Background: an optimization exercise with open tools, aiming at small area. Do not read the settings as production practice.
Function was checked by simulation only, so behaviour that the tests miss may differ from the original.
No activity file was given, so power comes from the tool's default toggle rates.

$ cat design/flow/run.sh
#!/bin/bash
# synth_recipe.tcl (not shown) runs the flow's synth.tcl, then flattens the netlist and writes it again
# the make line also repeats each setting of config.mk as NAME=value (left out here)
make -C /OpenROAD-flow-scripts/flow DESIGN_CONFIG=/design/flow/config.mk WORK_HOME=/design/flow/orfs CLKGATE_MAP_FILE= SYNTH_SCRIPT=/design/flow/synth_recipe.tcl finish
$ cat design/flow/config.mk
export PLATFORM = sky130hd
export DESIGN_NAME = cpu
export DESIGN_NICKNAME = cpu
export VERILOG_FILES = /design/flow/design.v
export SDC_FILE = /design/flow/constraint.sdc
export NUM_CORES = 4
export LEC_CHECK = 0
export CAP_MARGIN = 20
export CORE_MARGIN = 2
export CORE_UTILIZATION = 25
export PLACE_DENSITY = 0.4
export SLEW_MARGIN = 20
$ cat design/flow/constraint.sdc
create_clock -name core_clock -period 7.0 [get_ports {clk_in}]
set_input_delay 1.4000 -clock core_clock [delete_from_list [all_inputs] [get_ports {clk_in}]]
set_output_delay 1.4000 -clock core_clock [all_outputs]
set_load 0.01 [all_outputs]
$ cat design/flow/design.v
`default_nettype none
package rv_isa_pkg;
	typedef logic [31:0] word_t;
	typedef logic [31:0] inst_t;
	typedef logic [4:0] reg_addr_t;
	typedef logic [6:0] opcode_t;
	localparam int unsigned REG_COUNT = 32;
	localparam opcode_t OPC_LUI    = 7'b0110111;
	localparam opcode_t OPC_AUIPC  = 7'b0010111;
	localparam opcode_t OPC_OP_IMM = 7'b0010011;
	localparam opcode_t OPC_OP     = 7'b0110011;
	localparam logic [2:0] F3_ADD  = 3'b000;
	localparam logic [2:0] F3_SLL  = 3'b001;
	localparam logic [2:0] F3_SLT  = 3'b010;
	localparam logic [2:0] F3_SLTU = 3'b011;
	localparam logic [2:0] F3_XOR  = 3'b100;
	localparam logic [2:0] F3_SR   = 3'b101;
	localparam logic [2:0] F3_OR   = 3'b110;
	localparam logic [2:0] F3_AND  = 3'b111;
	typedef enum logic [3:0] {
		ALU_ADD,
		ALU_SUB,
		ALU_SLL,
		ALU_SLT,
		ALU_SLTU,
		ALU_XOR,
		ALU_SRL,
		ALU_SRA,
		ALU_OR,
		ALU_AND,
		ALU_PASS_B
	} alu_op_t;
endpackage
`default_nettype wire
`default_nettype none
package cpu_cfg_pkg;
	typedef logic [15:0] addr_t;
	typedef logic [7:0] byte_t;
	localparam addr_t RESET_PC = 16'h0000;
	localparam int unsigned INST_BYTES = 4;
	localparam int unsigned BYTE_IDX_W = $clog2(INST_BYTES);
	typedef logic [BYTE_IDX_W-1:0] byte_idx_t;
	localparam byte_idx_t LAST_FILL_IDX = byte_idx_t'(INST_BYTES - 2);
	typedef enum logic [1:0] {
		FETCH_ISSUE,
		FETCH_FILL,
		FETCH_LAST
	} fetch_state_t;
endpackage
`default_nettype wire
`default_nettype none
`timescale 1ns/1ps
module inst_fetch (
	input  wire                        clk_in,
	input  wire                        rst_n,
	input  wire                        rdy_in,
	input  wire cpu_cfg_pkg::byte_t    mem_din,
	output cpu_cfg_pkg::addr_t         mem_a,
	output logic                       inst_valid,
	output rv_isa_pkg::inst_t          inst,
	output cpu_cfg_pkg::addr_t         inst_pc
);
	cpu_cfg_pkg::fetch_state_t state;
	cpu_cfg_pkg::byte_idx_t byte_cnt;
	cpu_cfg_pkg::addr_t pc;
	logic [(cpu_cfg_pkg::INST_BYTES-1)*8-1:0] byte_buf;
	always_ff @(posedge clk_in or negedge rst_n) begin
		if (!rst_n) begin
			state      <= cpu_cfg_pkg::FETCH_ISSUE;
			byte_cnt   <= '0;
			pc         <= cpu_cfg_pkg::RESET_PC;
			mem_a      <= cpu_cfg_pkg::RESET_PC;
			inst_valid <= 1'b0;
		end else if (rdy_in) begin
			inst_valid <= 1'b0;
			case (state)
				cpu_cfg_pkg::FETCH_ISSUE: begin
					byte_cnt <= '0;
					state    <= cpu_cfg_pkg::FETCH_FILL;
				end
				cpu_cfg_pkg::FETCH_FILL: begin
					byte_cnt <= byte_cnt + 1'b1;
					mem_a    <= mem_a + 32'd1;
					if (byte_cnt == cpu_cfg_pkg::LAST_FILL_IDX) begin
						state <= cpu_cfg_pkg::FETCH_LAST;
					end
				end
				cpu_cfg_pkg::FETCH_LAST: begin
					inst_valid <= 1'b1;
					byte_cnt   <= '0;
					pc         <= pc + cpu_cfg_pkg::INST_BYTES;
					mem_a      <= pc + cpu_cfg_pkg::INST_BYTES;
					state      <= cpu_cfg_pkg::FETCH_FILL;
				end
				default: begin
					state <= cpu_cfg_pkg::FETCH_ISSUE;
				end
			endcase
		end
	end
	always_ff @(posedge clk_in) begin
		if (rdy_in) begin
			if (state == cpu_cfg_pkg::FETCH_FILL) begin
				byte_buf[{byte_cnt, 3'b000} +: 8] <= mem_din;
			end
			if (state == cpu_cfg_pkg::FETCH_LAST) begin
				inst    <= {mem_din, byte_buf};
				inst_pc <= pc;
			end
		end
	end
endmodule
`default_nettype wire
`default_nettype none
`timescale 1ns/1ps
module inst_decode (
	input  wire                        clk_in,
	input  wire                        rst_n,
	input  wire                        rdy_in,
	input  wire                        inst_valid,
	input  wire rv_isa_pkg::inst_t     inst,
	input  wire cpu_cfg_pkg::addr_t    inst_pc,
	output rv_isa_pkg::reg_addr_t      rs1_addr,
	output rv_isa_pkg::reg_addr_t      rs2_addr,
	input  wire rv_isa_pkg::word_t     rs1_data,
	input  wire rv_isa_pkg::word_t     rs2_data,
	output logic                       ex_valid,
	output rv_isa_pkg::alu_op_t        ex_op,
	output rv_isa_pkg::word_t          ex_a,
	output rv_isa_pkg::word_t          ex_b,
	output rv_isa_pkg::reg_addr_t      ex_rd
);
	rv_isa_pkg::opcode_t opcode;
	rv_isa_pkg::reg_addr_t rd;
	logic [2:0] funct3;
	logic funct7_alt;
	rv_isa_pkg::word_t imm_i;
	rv_isa_pkg::word_t imm_u;
	logic supported;
	rv_isa_pkg::alu_op_t op;
	rv_isa_pkg::word_t opnd_a;
	rv_isa_pkg::word_t opnd_b;
	assign opcode     = inst[6:0];
	assign rd         = inst[11:7];
	assign funct3     = inst[14:12];
	assign funct7_alt = inst[30];
	assign rs1_addr   = inst[19:15];
	assign rs2_addr   = inst[24:20];
	assign imm_i = {{20{inst[31]}}, inst[31:20]};
	assign imm_u = {inst[31:12], 12'b0};
	function automatic rv_isa_pkg::alu_op_t alu_op_of(
		input logic [2:0] f3,
		input logic       alt,
		input logic       reg_form
	);
		case (f3)
			rv_isa_pkg::F3_ADD:  alu_op_of = (alt && reg_form) ? rv_isa_pkg::ALU_SUB
				: rv_isa_pkg::ALU_ADD;
			rv_isa_pkg::F3_SLL:  alu_op_of = rv_isa_pkg::ALU_SLL;
			rv_isa_pkg::F3_SLT:  alu_op_of = rv_isa_pkg::ALU_SLT;
			rv_isa_pkg::F3_SLTU: alu_op_of = rv_isa_pkg::ALU_SLTU;
			rv_isa_pkg::F3_XOR:  alu_op_of = rv_isa_pkg::ALU_XOR;
			rv_isa_pkg::F3_SR:   alu_op_of = alt ? rv_isa_pkg::ALU_SRA : rv_isa_pkg::ALU_SRL;
			rv_isa_pkg::F3_OR:   alu_op_of = rv_isa_pkg::ALU_OR;
			default:             alu_op_of = rv_isa_pkg::ALU_AND;
		endcase
	endfunction
	always_comb begin
		supported = 1'b0;
		op        = rv_isa_pkg::ALU_ADD;
		opnd_a    = rs1_data;
		opnd_b    = imm_i;
		case (opcode)
			rv_isa_pkg::OPC_LUI: begin
				supported = 1'b1;
				op        = rv_isa_pkg::ALU_PASS_B;
				opnd_a    = '0;
				opnd_b    = imm_u;
			end
			rv_isa_pkg::OPC_AUIPC: begin
				supported = 1'b1;
				opnd_a    = inst_pc;
				opnd_b    = imm_u;
			end
			rv_isa_pkg::OPC_OP_IMM: begin
				supported = 1'b1;
				op        = alu_op_of(funct3, funct7_alt, 1'b0);
			end
			rv_isa_pkg::OPC_OP: begin
				supported = 1'b1;
				op        = alu_op_of(funct3, funct7_alt, 1'b1);
				opnd_b    = rs2_data;
			end
			default: begin
				supported = 1'b0;
			end
		endcase
	end
	always_ff @(posedge clk_in or negedge rst_n) begin
		if (!rst_n) begin
			ex_valid <= 1'b0;
		end else if (rdy_in) begin
			ex_valid <= inst_valid && supported && (rd != '0);
		end
	end
	always_ff @(posedge clk_in) begin
		if (rdy_in && inst_valid) begin
			ex_op <= op;
			ex_a  <= opnd_a;
			ex_b  <= opnd_b;
			ex_rd <= rd;
		end
	end
endmodule
`default_nettype wire
`default_nettype none
`timescale 1ns/1ps
module reg_file (
	input  wire                           clk_in,
	input  wire                           rst_n,
	input  wire                           rdy_in,
	input  wire                           we,
	input  wire rv_isa_pkg::reg_addr_t    waddr,
	input  wire rv_isa_pkg::word_t        wdata,
	input  wire rv_isa_pkg::reg_addr_t    raddr1,
	output rv_isa_pkg::word_t             rdata1,
	input  wire rv_isa_pkg::reg_addr_t    raddr2,
	output rv_isa_pkg::word_t             rdata2
);
	rv_isa_pkg::word_t regs [0:rv_isa_pkg::REG_COUNT-1];
	always_ff @(posedge clk_in or negedge rst_n) begin
		if (!rst_n) begin
			for (int i = 0; i < rv_isa_pkg::REG_COUNT; i++) begin
				regs[i] <= '0;
			end
		end else if (rdy_in && we && (waddr != '0)) begin
			regs[waddr] <= wdata;
		end
	end
	assign rdata1 = regs[raddr1];
	assign rdata2 = regs[raddr2];
endmodule
`default_nettype wire
`default_nettype none
`timescale 1ns/1ps
module alu_exec (
	input  wire                           clk_in,
	input  wire                           rst_n,
	input  wire                           rdy_in,
	input  wire                           ex_valid,
	input  wire rv_isa_pkg::alu_op_t      ex_op,
	input  wire rv_isa_pkg::word_t        ex_a,
	input  wire rv_isa_pkg::word_t        ex_b,
	input  wire rv_isa_pkg::reg_addr_t    ex_rd,
	output logic                          retire_we,
	output rv_isa_pkg::reg_addr_t         retire_rd,
	output rv_isa_pkg::word_t             retire_data
);
	logic [4:0] shamt;
	rv_isa_pkg::word_t result;
	assign shamt = ex_b[4:0];
	always_comb begin
		case (ex_op)
			rv_isa_pkg::ALU_ADD:    result = ex_a + ex_b;
			rv_isa_pkg::ALU_SUB:    result = ex_a - ex_b;
			rv_isa_pkg::ALU_SLL:    result = ex_a << shamt;
			rv_isa_pkg::ALU_SLT:    result = {31'b0, $signed(ex_a) < $signed(ex_b)};
			rv_isa_pkg::ALU_SLTU:   result = {31'b0, ex_a < ex_b};
			rv_isa_pkg::ALU_XOR:    result = ex_a ^ ex_b;
			rv_isa_pkg::ALU_SRL:    result = ex_a >> shamt;
			rv_isa_pkg::ALU_SRA:    result = $signed(ex_a) >>> shamt;
			rv_isa_pkg::ALU_OR:     result = ex_a | ex_b;
			rv_isa_pkg::ALU_AND:    result = ex_a & ex_b;
			rv_isa_pkg::ALU_PASS_B: result = ex_b;
			default:                result = '0;
		endcase
	end
	always_ff @(posedge clk_in or negedge rst_n) begin
		if (!rst_n) begin
			retire_we <= 1'b0;
		end else if (rdy_in) begin
			retire_we <= ex_valid;
		end
	end
	always_ff @(posedge clk_in) begin
		if (rdy_in && ex_valid) begin
			retire_rd   <= ex_rd;
			retire_data <= result;
		end
	end
endmodule
`default_nettype wire
`default_nettype none
`timescale 1ns/1ps
module cpu (
	input  wire                        clk_in,
	input  wire                        rst_n,
	input  wire                        rdy_in,
	input  wire cpu_cfg_pkg::byte_t    mem_din,
	output cpu_cfg_pkg::addr_t         mem_a,
	output logic                       retire_we,
	output rv_isa_pkg::reg_addr_t      retire_rd,
	output rv_isa_pkg::word_t          retire_data
);
	logic inst_valid;
	rv_isa_pkg::inst_t inst;
	cpu_cfg_pkg::addr_t inst_pc;
	rv_isa_pkg::reg_addr_t rs1_addr;
	rv_isa_pkg::reg_addr_t rs2_addr;
	rv_isa_pkg::word_t rs1_data;
	rv_isa_pkg::word_t rs2_data;
	logic ex_valid;
	rv_isa_pkg::alu_op_t ex_op;
	rv_isa_pkg::word_t ex_a;
	rv_isa_pkg::word_t ex_b;
	rv_isa_pkg::reg_addr_t ex_rd;
	inst_fetch if0 (
		.clk_in     (clk_in),
		.rst_n      (rst_n),
		.rdy_in     (rdy_in),
		.mem_din    (mem_din),
		.mem_a      (mem_a),
		.inst_valid (inst_valid),
		.inst       (inst),
		.inst_pc    (inst_pc)
	);
	inst_decode id0 (
		.clk_in     (clk_in),
		.rst_n      (rst_n),
		.rdy_in     (rdy_in),
		.inst_valid (inst_valid),
		.inst       (inst),
		.inst_pc    (inst_pc),
		.rs1_addr   (rs1_addr),
		.rs2_addr   (rs2_addr),
		.rs1_data   (rs1_data),
		.rs2_data   (rs2_data),
		.ex_valid   (ex_valid),
		.ex_op      (ex_op),
		.ex_a       (ex_a),
		.ex_b       (ex_b),
		.ex_rd      (ex_rd)
	);
	reg_file regfile0 (
		.clk_in (clk_in),
		.rst_n  (rst_n),
		.rdy_in (rdy_in),
		.we     (retire_we),
		.waddr  (retire_rd),
		.wdata  (retire_data),
		.raddr1 (rs1_addr),
		.rdata1 (rs1_data),
		.raddr2 (rs2_addr),
		.rdata2 (rs2_data)
	);
	alu_exec ex0 (
		.clk_in      (clk_in),
		.rst_n       (rst_n),
		.rdy_in      (rdy_in),
		.ex_valid    (ex_valid),
		.ex_op       (ex_op),
		.ex_a        (ex_a),
		.ex_b        (ex_b),
		.ex_rd       (ex_rd),
		.retire_we   (retire_we),
		.retire_rd   (retire_rd),
		.retire_data (retire_data)
	);
endmodule
`default_nettype wire
==> run notes <==
## worst register-to-register path: stages (launching register included)
cell      delay, ps
edfxtp_1        380
inv_1           750
ha_1            470
nor2_1          170
o21ai_0         170
nand3_1         200
a31oi_1         330
o211ai_1        560
a21oi_1         240
o311ai_0        910
nand4_1         210
## metal layers
layer | GRT usage | wire (um) | up-vias
met2 | 0.3855 | 156700 | 4221
li1 | - | - | 22850
met1 | 0.3597 | 156700 | 30790
met3 | 0.08108 | 39160 | 1058
met5 | 0 | 70 | -
met4 | 0.1393 | 22710 | 12
## cells by family after synthesis
kind of cell               share of synthesized area
xor gates and xnor gates                    0.003793
buffers and inverters                        0.04145
AOI/OAI and AO/OA                             0.1953
muxes                                         0.1877
DFF                                           0.4773
and+or+nand+nor                              0.07282
adders and majority gates                    0.02171
## how the worst min path moves through the flow
stage                                startpoint                          endpoint  cells after the start
2_1_floorplan            id0.ex_rd[0]$_DFFE_PP_        ex0.retire_rd[0]$_DFFE_PP_                      0
3_3_place_gp   regfile0.regs[0][22]$_DFFE_PN0P_  regfile0.regs[0][22]$_DFFE_PN0P_                      0
3_5_place_dp   regfile0.regs[0][22]$_DFFE_PN0P_  regfile0.regs[0][22]$_DFFE_PN0P_                      0
6_report       regfile0.regs[0][22]$_DFFE_PN0P_  regfile0.regs[0][22]$_DFFE_PN0P_                      0
5_1_grt        regfile0.regs[0][28]$_DFFE_PN0P_  regfile0.regs[0][28]$_DFFE_PN0P_                      0
4_1_cts        regfile0.regs[0][22]$_DFFE_PN0P_  regfile0.regs[0][22]$_DFFE_PN0P_                      0
## area by class of cell
cell class | count | area (sq um)
clock buffers | 212 | 4300
fillers | 27510 | 187500
clock inverters | 70 | 1092
multi-input cells | 4014 | 33120
inverters | 133 | 499.2
repair buffers | 318 | 2838
diodes | 15 | 37.54
flip-flops and latches | 1241 | 31960
well taps | 3533 | 4420
## through the flow
step	instances	setup slack, ps	total power, mW
global route	9522	2141	19.16
CTS	9518	2354	18.66
detailed placement	9236	1862	10.08
global placement	9230	1857	10.06
floorplan	5963	3055	8.988
finish	9536	2298	18.61
## layout by cell type (no fill, tap or decap), types with 15 or more instances in the layout
| master | synthesis | routed |
|---|---|---|
| a21oi_1 | 235 | 235 |
| clkdlybuf4s50_1 | 0 | 63 |
| mux2i_1 | 69 | 69 |
| clkbuf_1 | 426 | 34 |
| o21ai_0 | 218 | 218 |
| buf_4 | 6 | 232 |
| xnor2_1 | 19 | 19 |
| o32ai_1 | 26 | 18 |
| nand2_1 | 192 | 187 |
| clkinv_2 | 0 | 28 |
| a211oi_1 | 22 | 22 |
| clkbuf_16 | 0 | 153 |
| nor2b_1 | 19 | 19 |
| dfrtp_1 | 1061 | 1061 |
| buf_12 | 0 | 19 |
| inv_1 | 129 | 128 |
| a21o_1 | 23 | 23 |
| ha_1 | 113 | 113 |
| a22oi_1 | 364 | 364 |
| nor3_1 | 68 | 61 |
| mux2_2 | 1018 | 1018 |
| bufinv_16 | 0 | 16 |
| diode_2 | 0 | 15 |
| nor2_4 | 0 | 82 |
| a31oi_1 | 22 | 22 |
| and3_1 | 16 | 15 |
| nand3_1 | 150 | 143 |
| edfxtp_1 | 180 | 180 |
| nor2_1 | 302 | 219 |
| clkbuf_8 | 0 | 25 |
| nand4_1 | 134 | 134 |
| o22ai_1 | 31 | 31 |
| a221oi_1 | 330 | 330 |
| nand2b_1 | 26 | 26 |
| o211ai_1 | 31 | 31 |
| nand3b_1 | 21 | 21 |
| a22o_1 | 314 | 314 |
## flip-flops by register name, indices dropped and copies added, names as in the netlist
name             flops
if0.inst_pc         14
regfile0.regs     1024
if0.state            2
ex0.retire_data     32
if0.inst            32
id0.ex_a            32
if0.inst_valid       1
if0.mem_a           16
if0.pc              14
id0.ex_rd            5
ex0.retire_rd        5
id0.ex_b            32
id0.ex_op            4
id0.ex_valid         1
ex0.retire_we        1
if0.byte_cnt         2
if0.byte_buf        24
## power by group through the flow
stage	Sequential, mW	Combinational, mW	Clock, mW
2_1_floorplan	7.85	1.14	0
5_1_grt	7.83	2.34	9.00
3_3_place_gp	7.93	2.13	0
3_5_place_dp	7.94	2.14	0
4_1_cts	7.81	2.15	8.71
6_report	7.81	2.21	8.59
==> out/metrics.cfg <==
[clock_network]
hold_buffers=0
clk_latency_ps=870
cts_sinks=1241
cts_buffers=151
cts_buffer_depth=3
post_cts_buffers=0
clockRootBuffer=clkbuf_16
cts_tree=yes
htreeDepth=4
cts.clk_slew.worst_paths_ps=60
cts_resized=0

[synth]
yosys-top-cells-count=dfrtp_1 (1061), mux2_2 (1018), clkbuf_1 (426), a22oi_1 (364), a221oi_1 (330)
synth_top_cell_by_area=dfrtp_1
syn-num-nets=6089
synthArstFlopShare=0.8550
netlist_instances=5963
post-synth-top-count-cell=dfrtp_1
avgSynthCellArea_sq_um=11.23
synth.top_cell.area_share=0.3965
synth-seq-area-share=0.4773
yosysWarnings=5
synth_edf_count=180
netlist_top_cells_area=dfrtp_1 (40%), mux2_2 (17%), edfxtp_1 (8.1%), a221oi_1 (4.3%), a22o_1 (4.1%)
ys_ff_latch=1241
synthesis.area_sq_mm=0.06696
synthFlopType=dfrtp_1
synth.distinct_cells=96

[critical_path]
arrival_ps=5250
r2r_cells=10
cp-start-kind=register
crit_chain=inv_1, ha_1, nor2_1, o21ai_0, nand3_1, a31oi_1, o211ai_1, a21oi_1, o311ai_0, nand4_1
cp.depth=10
crit_end=ex0.retire_data[0]$_DFFE_PP_
path_class=register to register
startpoint=id0.ex_b[2]$_DFFE_PP_
critPathMaxFanout=22
r2r_slack_ps=2300
r2r-start=id0.ex_b[2]$_DFFE_PP_
slowest_delay_ps=910
path_buf_inv=1
cp.required_ps=7550
crit_path_end_kind=register
slowest_stage=o311ai_0
critPathTopFamily=compound AO/OA/AOI/OAI gates
r2r_end=ex0.retire_data[0]$_DFFE_PP_

[timing]
min_period_ps=4702
fin_worst_skew_ps=65.49
rsz0062_at_grt=false
fin_setup_tns_ps=0
hold_slack_ps=396.2
timing.fmax_mhz=212.7
min_period_over_period=0.6718
relSlewSlack=0.1437
finalHoldViolCount=0
tightest_slew_ps=1271
setup_viol=0
slew_violations=0

[detailed_routing]
first_pass_iters=6
vias=58930
detail_route.wl_per_cell_um=39.37
ant_nets=0
vias_per_cell=6.179
drc_errors=0
drt_wl_total_um=375400
drt-initial-drc-count=8723

[placement]
place_hpwl_um=237100
port_buffers=64
gp_congestion=0.9313
post_dp_cell_area_sq_mm=0.07275

[grt]
grt_max_degree=162
grt_use_total=0.2680
overflow=0
antenna_found_initial=22
grt_pass1_vias=56770
grt_pass1_wl_um=505800

[finish]
syn_to_final_growth_pct=16.89
utilization=0.2944
nNetsFinal=5985
fin_area_sq_mm=0.07826
drive_gt1_frac=0.2832

[pwr]
p_sw_frac=0.2924
switchingPower_mw=5.440
powerDensity_mw_per_mm2=237.7
leakagePower_nw=33.80
combPwrFrac=0.119
clockPowerShare=0.462
power.internal_mw=13.17
seq_power_share=0.420
vdd_drop_max_v=0.0002223

[die]
die_x_um=521.5
start_util=0.2519
die_area_sq_mm=0.2720
core_area_sq_mm=0.2658
pin_count=65
rows=189
die_y_um=521.5

[worst_hold_path]
hold_class=register to register

[outcome]
status=complete, no violations

[job]
drv_cap=0

-- afterwards: timing with drivers on the ports --
Ports are ideal in the flow. The routed layout listed here was re-timed in OpenROAD.
Step 1 assumes that a clkbuf_16 drives the clock port and a buf_2 every other input.
Step 2 times the ports against the registers' clock, not the clock port: input delays grow and output delays shrink by t, the midpoint of the rising clock arrivals with the driver on.
Three values: no drivers, after step 1, after step 2; two values: the first two.
t (ns): 0.944
setup slack, ns: 2.298 / 2.298 / 1.801
worst slew at a driven data input, ns: 0.06
After both steps setup and hold are still met in this run. The setup slack of this run moves by 0.000 ns with the drivers and by -0.497 ns with both steps.
